From an optimization exercise on the open Yosys and OpenROAD flow, aimed at small area and few clock cycles per item; shortcuts taken in it are not production practice. The RTL was checked by simulation tests, not by an equivalence proof against the original design.

== onyx ==
==> flow/design.v <==
`timescale 1ns / 1ps
`default_nettype none
package ufd_pkg;
	localparam int unsigned FIELD_WIDTH = 32;
	localparam int unsigned QUOT_WIDTH  = 64;
	localparam int unsigned BITS_PER_CLK = 6;
	localparam int unsigned RW = 33;
endpackage
`default_nettype wire
`timescale 1ns / 1ps
`default_nettype none
module ufd_stage (
	input  wire logic [ufd_pkg::RW-1:0] ws_i,
	input  wire logic [ufd_pkg::RW-1:0] wc_i,    
	input  wire logic [1:0]             n_i,     
	input  wire logic [31:0]            d,
	output logic [ufd_pkg::RW-1:0]      ws_o,
	output logic [ufd_pkg::RW-1:0]      wc_o,
	output logic [1:0]                  qp,      
	output logic [1:0]                  qn       
);
	localparam int unsigned YW = ufd_pkg::RW + 2;
	logic signed [6:0] est;
	logic signed [6:0] m2, m1, m0, mm1;
	logic          pos, neg, two;
	logic [YW-1:0] ys;
	logic [YW-1:0] yc;
	logic [YW-1:0] nmag;
	logic [YW-1:0] op;
	logic [YW-1:0] sum;
	logic [YW-1:0] cry;
	always_comb begin
		case (d[30:28])
			3'd0:    begin m2 = 7'sd12; mm1 = -7'sd13; end
			3'd1:    begin m2 = 7'sd14; mm1 = -7'sd15; end
			3'd2:    begin m2 = 7'sd15; mm1 = -7'sd16; end
			3'd3:    begin m2 = 7'sd16; mm1 = -7'sd17; end
			3'd4:    begin m2 = 7'sd18; mm1 = -7'sd19; end
			3'd5:    begin m2 = 7'sd19; mm1 = -7'sd20; end
			3'd6:    begin m2 = 7'sd20; mm1 = -7'sd21; end
			default: begin m2 = 7'sd22; mm1 = -7'sd23; end
		endcase
		m1 = d[30] ? 7'sd6 : 7'sd4;
		m0 = d[30] ? -7'sd7 : -7'sd5;
	end
	always_comb begin
		est = ws_i[ufd_pkg::RW-1 -: 7] + wc_i[ufd_pkg::RW-1 -: 7];
		pos = (est >= m1);
		neg = (est < m0);
		two = pos ? (est >= m2) : (est < mm1);
		qp  = {pos & two, pos & ~two};
		qn  = {neg & two, neg & ~two};
		ys  = {ws_i, n_i};
		yc  = {wc_i, 1'b0, pos};
		nmag = ~(two ? {{(YW-33){1'b0}}, d, 1'b0} : {{(YW-32){1'b0}}, d});
		for (int j = 0; j < YW; j++) begin
			op[j] = nmag[j] ? pos : neg;
		end
		sum = ys ^ yc ^ op;
		cry = (ys & yc) | (ys & op) | (yc & op);
		ws_o = sum[ufd_pkg::RW-1:0];
		wc_o = {cry[ufd_pkg::RW-2:0], 1'b0};
	end
endmodule
`default_nettype wire
`timescale 1ns / 1ps
`timescale 1ns / 1ps
`default_nettype none
module unsigned_fractional_divider (
	input  wire logic                            clk,
	input  wire logic                            arst_n,
	input  wire logic                            in_valid,
	output logic                                 in_ready,
	input  wire logic [ufd_pkg::FIELD_WIDTH-1:0] in_dividend,
	input  wire logic [ufd_pkg::FIELD_WIDTH-1:0] in_divisor,
	output logic                                 out_valid,
	input  wire logic                            out_ready,
	output logic [ufd_pkg::QUOT_WIDTH-1:0]       out_quotient
);
	localparam int unsigned B  = ufd_pkg::BITS_PER_CLK;
	localparam int unsigned K  = B / 2;             
	localparam int unsigned RW = ufd_pkg::RW;
	logic [3:0]    cnt_q;      
	logic          done_q;     
	logic [RW-1:0] ws_q;
	logic [RW-1:0] wc_q;
	logic [30:0]   d_q;        
	logic [B:0]    nb_q;       
	logic [63:0]   q_q;        
	logic [B-1:0]  pp_q;       
	logic [B-1:0]  pn_q;       
	logic          held_q;     
	logic          corr_q;     
	logic          busy;
	logic          load;
	assign busy      = (cnt_q != 4'd0);
	assign in_ready  = ~busy & (~done_q | out_ready);
	assign load      = in_valid & in_ready;
	assign out_valid = done_q;
	logic        bz;
	logic        az;
	logic        quick;        
	logic [4:0]  s;
	logic [31:0] x16, x8, x4, x2, x1;
	logic [2:0]  p;            
	logic [3:0]  cnt_init;
	logic [31+B-1:0] y;        
	always_comb begin
		bz   = (in_divisor == 32'd0);
		az   = (in_dividend == 32'd0);
		quick = bz | az;
		s[4] = (in_divisor[31:16] == 16'd0);
		x16  = s[4] ? {in_divisor[15:0], 16'd0} : in_divisor;
		s[3] = (x16[31:24] == 8'd0);
		x8   = s[3] ? {x16[23:0], 8'd0} : x16;
		s[2] = (x8[31:28] == 4'd0);
		x4   = s[2] ? {x8[27:0], 4'd0} : x8;
		s[1] = (x4[31:30] == 2'd0);
		x2   = s[1] ? {x4[29:0], 2'd0} : x4;
		s[0] = ~x2[31];
		x1   = s[0] ? {x2[30:0], 1'b0} : x2;
		p        = '0;
		cnt_init = '0;
		for (int k = 0; k < 32; k++) begin
			if (s == 5'(k)) begin
				p        = 3'((B - ((34 + k) % B)) % B);
				cnt_init = 4'((34 + k + (B - ((34 + k) % B)) % B) / B);
			end
		end
		y        = {in_dividend, {(B-1){1'b0}}} >> p;
	end
	logic [RW-1:0] ws_s [K+1];
	logic [RW-1:0] wc_s [K+1];
	logic [B-1:0]  dp;         
	logic [B-1:0]  dn;         
	assign ws_s[0] = ws_q;
	assign wc_s[0] = wc_q;
	for (genvar i = 0; i < K; i++) begin : g_step
		ufd_stage u_step (
			.ws_i (ws_s[i]),
			.wc_i (wc_s[i]),
			.n_i  (nb_q[B-2*i -: 2]),
			.d    ({1'b1, d_q}),
			.ws_o (ws_s[i+1]),
			.wc_o (wc_s[i+1]),
			.qp   (dp[B-1-2*i -: 2]),
			.qn   (dn[B-1-2*i -: 2])
		);
	end
	logic [RW-1:0] rem;
	logic          rneg;
	logic          corr;
	logic [B+1:0]  lo;
	logic [63-B:0] tz;         
	logic [63:0]   q_n;
	always_comb begin
		rem   = ws_q + wc_q;
		rneg  = held_q ? corr_q : rem[RW-1];
		corr  = ~busy & rneg;
		lo    = {2'b00, pp_q} - {2'b00, pn_q} - {{(B+1){1'b0}}, corr};
		tz[0] = 1'b1;
		for (int i = 1; i <= 63 - B; i++) begin
			tz[i] = tz[i-1] & ~q_q[i-1];
		end
		q_n   = {q_q[63-B:0] ^ ({(64-B){lo[B+1]}} & tz), lo[B-1:0]};
	end
	assign out_quotient = q_n;
	always_ff @(posedge clk or negedge arst_n) begin
		if (!arst_n) begin
			cnt_q  <= 4'd0;
			done_q <= 1'b0;
		end else if (load) begin
			cnt_q  <= quick ? 4'd0 : cnt_init;
			done_q <= quick;
		end else if (busy) begin
			cnt_q  <= cnt_q - 4'd1;
			done_q <= (cnt_q == 4'd1);
		end else if (out_ready) begin
			done_q <= 1'b0;
		end
	end
	always_ff @(posedge clk) begin
		if (load) begin
			ws_q <= RW'(y[31+B-1:B+1]);
			wc_q <= '0;
			nb_q <= y[B:0];
		end else begin
			ws_q <= ws_s[K];
			wc_q <= wc_s[K];
			nb_q <= {nb_q[0], {B{1'b0}}};
		end
		held_q <= done_q & ~out_ready;
		corr_q <= rneg;
	end
	always_ff @(posedge clk) begin
		if (load) begin
			d_q  <= x1[30:0];
			q_q  <= '0;
			pp_q <= '0;
			pn_q <= {{(B-1){1'b0}}, bz};
		end else if (busy) begin
			q_q  <= q_n;
			pp_q <= dp;
			pn_q <= dn;
		end
	end
endmodule
`default_nettype wire
export LEC_CHECK = 0
export ABC_AREA = 1
export CAP_MARGIN = 20
export CORE_MARGIN = 2
export CORE_UTILIZATION = 40
export CTS_BUF_LIST = sky130_fd_sc_hd__clkbuf_8 sky130_fd_sc_hd__clkbuf_16
export SLEW_MARGIN = 20
create_clock -name core_clock -period 10.0 [get_ports {clk}]
standard.sh (not shown) runs the stock make flow with config.mk's settings and CLKGATE_MAP_FILE= SYNTH_SCRIPT=/design/flow/synth_recipe.tcl, a recipe that flattens the netlist after the stock synthesis.
==> flow/flow/run.sh <==
#!/bin/bash
# Standard layout, with the port buffers made from the smallest buffer cell.
set -o pipefail
export BUFFER_PORTS_ARGS="-buffer_cell sky130_fd_sc_hd__buf_1"
bash standard.sh finish > standard.log 2>&1
Having completed the whole flow, onyx delivered a layout that passed the timing, DRC and antenna checks.
Testbench counts of onyx, summed over its fixed seeds: cycles 60,775, items 8,000.
Modified inputs, nickel compared to onyx
- CTS_BUF_LIST no longer set, was sky130_fd_sc_hd__clkbuf_8 sky130_fd_sc_hd__clkbuf_16
[summary]
Diff onyx..nickel | total vias in the final route | negligible
Number of enable flip-flop cells after synthesis essentially unchanged between onyx and nickel.
Diff nickel..onyx | post-synthesis compound-gate area fraction | unchanged
As far as number of primary I/O pins goes, nickel and onyx are indistinguishable; the numbers are identical.
nickel -> onyx: final routed wirelength across all metal layers flat
For wire length of the first global-routing pass, onyx and nickel come out practically identical.
From onyx to nickel the numbers moved as follows: average vias per placed instance saw little to no change; hold slack saw little to no change.

## what the ideal ports hide
How much do the figures lean on ideal ports? The routed layouts below were timed once more, with nothing changed but the port constraints. Step 1: set_driving_cell puts a clkbuf_16 on clk and a buf_2 on each other input, an assumption about the parent block. Step 2 moves the port delays by t, midway between the first and last clock arrival at a register: inputs arrive t later, outputs are due t later. That takes back most of the time a late clock gives input paths. Three values: ideal ports, drivers, drivers and shift; two values: the first two.
run | t, ns | setup WS [ns] | worst setup path at the end
onyx | 0.502 | 0.514 / 0.514 / 0.514 | register to register
nickel | 0.502 | 0.514 / 0.514 / 0.514 | register to register
After both steps setup and hold are still met in every run listed.
